Context: an optimization exercise on an open-source flow, tuned for small area, a short achievable clock period and few clock cycles. The choices shown serve that exercise and are no tape-out recipe.
Function was checked by simulation only, so behaviour that the tests miss may differ from the original.

Design midi_tempo_tracker, start of the top module:
module midi_tempo_tracker #(
    parameter int TIME_BITS      = 24,
    parameter int COUNT_BITS     = 16,
    parameter int FOLD_MIN_COUNT = 8
) (
    input  logic                  clk,
    input  logic                  rst_n,
    input  logic                  in_valid,
    output logic                  in_stall,
    input  logic [1:0]            event_kind,
    input  logic [6:0]            controller,
    input  logic [6:0]            ctrl_value,
    input  logic [TIME_BITS-1:0]  delta_time,
    output logic                  out_valid,
    input  logic                  out_stall,
    output logic [TIME_BITS-1:0]  note_period,
    output logic [TIME_BITS-1:0]  pedal_period,
    output logic [COUNT_BITS-1:0] note_count,
    output logic [1:0]            event_use,
    input  logic                  cfg_valid,
    output logic                  cfg_ready,
    input  logic [2:0]            cfg_index,
    input  logic [23:0]           cfg_data
);
clock: 10.0 ns
lec_check: 0
abc_area: 1
cap_margin: 5
core_margin: 2
core_utilization: 55
slew_margin: 5
run.sh (not shown) runs the stock make flow with config.mk's settings and CLKGATE_MAP_FILE= SYNTH_SCRIPT=/design/flow/synth_recipe.tcl, a recipe that flattens the netlist after the stock synthesis.
Testbench counts at the start, summed over its fixed seeds: cycles 9,095.
Then changed:
--- a/flow/config.mk
+++ b/flow/config.mk
@@ -7,6 +7,5 @@
 export LEC_CHECK = 0
-export ABC_AREA = 1
-export CAP_MARGIN = 5
+export CAP_MARGIN = 0
 export CORE_MARGIN = 2
-export CORE_UTILIZATION = 55
-export SLEW_MARGIN = 5
+export CORE_UTILIZATION = 60
+export SLEW_MARGIN = 0
Maximum frequency goes up slightly.
Register-to-register slack improved by 0.04 ns.
Final cell count decreases by roughly a tenth.
Non-clock buffer count goes up by 21.
Wire length came out higher slightly.
Global-route usage rises by 2.4 points.
Count of clock-buffer cells in the layout goes down by 6.
Then changed:
--- a/flow/config.mk
+++ b/flow/config.mk
@@ -7,5 +7,5 @@
 export LEC_CHECK = 0
-export CAP_MARGIN = 0
+export CAP_MARGIN = 5
 export CORE_MARGIN = 2
-export CORE_UTILIZATION = 60
-export SLEW_MARGIN = 0
+export CORE_UTILIZATION = 65
+export SLEW_MARGIN = 5
The changed run finished with timing, DRC and antenna clean.
Synthesized cell count stays the same.
First-iteration DRC count came out higher by 7.5%.
Hold slack stays flat.
Clock skew stays flat.
Cell count went down by 1.6%.
Critical path depth fell by 2.
Die area came out lower by about 8%.
Then changed:
--- a/flow/config.mk
+++ b/flow/config.mk
@@ -7,5 +7,5 @@
 export LEC_CHECK = 0
-export CAP_MARGIN = 5
+export CAP_MARGIN = 20
 export CORE_MARGIN = 2
-export CORE_UTILIZATION = 65
-export SLEW_MARGIN = 5
+export CORE_UTILIZATION = 40
+export SLEW_MARGIN = 20
=> Non-clock buffer count increases by 17; core utilization fell by 27 points; die area is higher by well over a third; count of clock-buffer cells in the layout decreases by 2; sequential share of layout area drops by 0.47 points; sequential cell count stays the same; final area grows slightly.
Then changed:
--- a/flow/config.mk
+++ b/flow/config.mk
@@ -9,3 +9,3 @@
 export CORE_MARGIN = 2
-export CORE_UTILIZATION = 40
+export CORE_UTILIZATION = 75
 export SLEW_MARGIN = 20
After rerunning: Wire length came out lower by about 5%. Non-clock buffer count drops by 31. Final cell count came out lower by about 11%. Fmax goes down by about 3%.
Then changed:
--- a/flow/config.mk
+++ b/flow/config.mk
@@ -7,5 +7,5 @@
 export LEC_CHECK = 0
-export CAP_MARGIN = 20
+export CAP_MARGIN = 5
 export CORE_MARGIN = 2
-export CORE_UTILIZATION = 75
-export SLEW_MARGIN = 20
+export CORE_UTILIZATION = 60
+export SLEW_MARGIN = 5
After rerunning: The new run passed the timing, design-rule and antenna checks; setup slack improved by 0.51 ns; core utilization falls by 16 points; hold slack loses 0.0089 ns; flip-flop and latch count is unchanged.

========
Setup of wip/fjord:
midi_tempo_tracker again, from the RTL that the note above started with.
==> flow/config.mk <==
export PLATFORM = sky130hd
export DESIGN_NAME = midi_tempo_tracker
export DESIGN_NICKNAME = midi_tempo_tracker
export VERILOG_FILES = /design/flow/design.v
export SDC_FILE = /design/flow/constraint.sdc
export NUM_CORES = 4
export LEC_CHECK = 0
export CAP_MARGIN = 5
export CORE_MARGIN = 2
export CORE_UTILIZATION = 55
export SLEW_MARGIN = 5
==> flow/constraint.sdc <==
create_clock -name core_clock -period 10.0 [get_ports {clk}]
set_input_delay 2.0000 -clock core_clock [delete_from_list [all_inputs] [get_ports {clk}]]
set_output_delay 2.0000 -clock core_clock [all_outputs]
set_load 0.01 [all_outputs]
Testbench counts of wip/fjord, summed over its fixed seeds: cycles 9,095.
Inputs modified between wip/fjord and wip/sierra:
Settings: changing CORE_UTILIZATION from 55 to 60; changing SLEW_MARGIN from 5 to 20; changing CAP_MARGIN from 5 to 20.
[summary]
wip/sierra vs wip/fjord: source-to-sink clock delay at the later pin of the worst-skew pair down. The number of antenna violations at the first check in global routing in wip/sierra was higher than what wip/fjord gave. Summary: with wip/fjord as the reference, tap cell count in wip/sierra moved down by a little under 10%. Diff wip/fjord -> wip/sierra: floorplan die area fell by about 8%, final area fell by about 0.7%. Final setup slack of the worst path on wip/sierra is ahead of wip/fjord. wip/sierra vs wip/fjord, source of the critical timing path: ib_delta_reg[1]$_DFFE_PP_ vs cdiv_reg[0]$_DFF_P_.
Modified inputs, wip/delta compared to wip/sierra
Settings: SLEW_MARGIN: 20 -> 5; ABC_AREA: unset -> 1; CAP_MARGIN: 20 -> 5; CORE_UTILIZATION: 60 -> 65.
- Most common cell after layout, fill and taps aside = sky130_fd_sc_hd__nand2_1: wip/delta; most common cell after layout, fill and taps aside = sky130_fd_sc_hd__ha_1: wip/sierra
- Compared with wip/sierra, number of signal-net buffers in the layout in wip/delta decreased by a little under 10%.
- Summary: with wip/sierra as the reference, routed wire length in wip/delta moved down by a few percent.
- Average cell area after synthesis ended up 14% lower on wip/delta than on wip/sierra.
- | met3 track demand over resource in global routing | lower: wip/sierra |
- Relative to wip/sierra, the final cell area reported for wip/delta is lower.
- Against wip/sierra, via count in wip/delta rose by a few percent.
- Per-cell via count in the routed design, wip/delta and wip/sierra: larger value in wip/sierra
- Going from wip/sierra to wip/delta, share of the synthesized area in compound gates (AO/OA/AOI/OAI) grows by 0.78 points.
- Minimum hold slack was higher in the run labelled wip/delta.
The inputs of wip/indigo differ from those of wip/delta as listed below.
Settings: changing CAP_MARGIN from 5 to 0; changing SLEW_MARGIN from 5 to 0; changing CORE_UTILIZATION from 65 to 60.
## What came out
- Looking at launching element of the worst setup path, the ib_delta_reg[1]$_DFFE_PP_ result is from wip/indigo; the st_reg[2]$_DFF_PN0_ one comes from wip/delta.
- The higher final cell count of wip/delta and wip/indigo is in wip/indigo.
- Comparing wip/indigo with wip/delta, the worst hold margin came out essentially unchanged.
- Diode insertion count for antenna repair for wip/indigo: 2 down relative to wip/delta
- Status: register share of the cell area parity (wip/delta, wip/indigo)
- When the final numbers for wip/delta and wip/indigo were put side by side, the utilization turned out to be greater in wip/delta.

==> re-timing with driven ports <==
The flow's constraints put no driver on any port. The routed layouts listed below were extracted and timed again, unchanged, in two steps. Step 1 assumes that a clkbuf_16 drives the clock port and a buf_2 every other input. Step 2 times the ports against the registers' clock, not the clock port: input delays grow and output delays shrink by t, the midpoint of the rising clock arrivals with the driver on. Three values: ideal ports, drivers, drivers and shift; two values: the first two.
| run | t, ns | setup WS [ns] | worst hold slack (ns) | cell pins on the clock port's net |
|---|---|---|---|---|
| the first run of note 1 | 0.756 | 0.745 / 0.745 / 0.745 | 0.475 / 0.475 / 0.475 | 1 |
| the second run of note 1 | 0.764 | 0.789 / 0.789 / 0.789 | 0.451 / 0.451 / 0.451 | 1 |
| the third run of note 1 | 0.759 | 0.618 / 0.618 / 0.618 | 0.451 / 0.451 / 0.451 | 1 |
| the fourth run of note 1 | 0.792 | 0.607 / 0.607 / 0.607 | 0.452 / 0.452 / 0.452 | 1 |
| the fifth run of note 1 | 0.736 | 0.308 / 0.308 / 0.308 | 0.460 / 0.460 / 0.460 | 1 |
| the sixth run of note 1 | 0.765 | 0.817 / 0.817 / 0.817 | 0.451 / 0.451 / 0.451 | 1 |
| wip/fjord | 0.778 | 0.637 / 0.637 / 0.637 | 0.457 / 0.457 / 0.457 | 1 |
| wip/sierra | 0.750 | 0.723 / 0.723 / 0.723 | 0.453 / 0.453 / 0.453 | 1 |
| wip/delta | 0.748 | 0.709 / 0.709 / 0.709 | 0.478 / 0.478 / 0.478 | 1 |
| wip/indigo | 0.764 | 0.744 / 0.744 / 0.744 | 0.481 / 0.481 / 0.481 | 1 |
After both steps setup and hold are still met in every run listed.
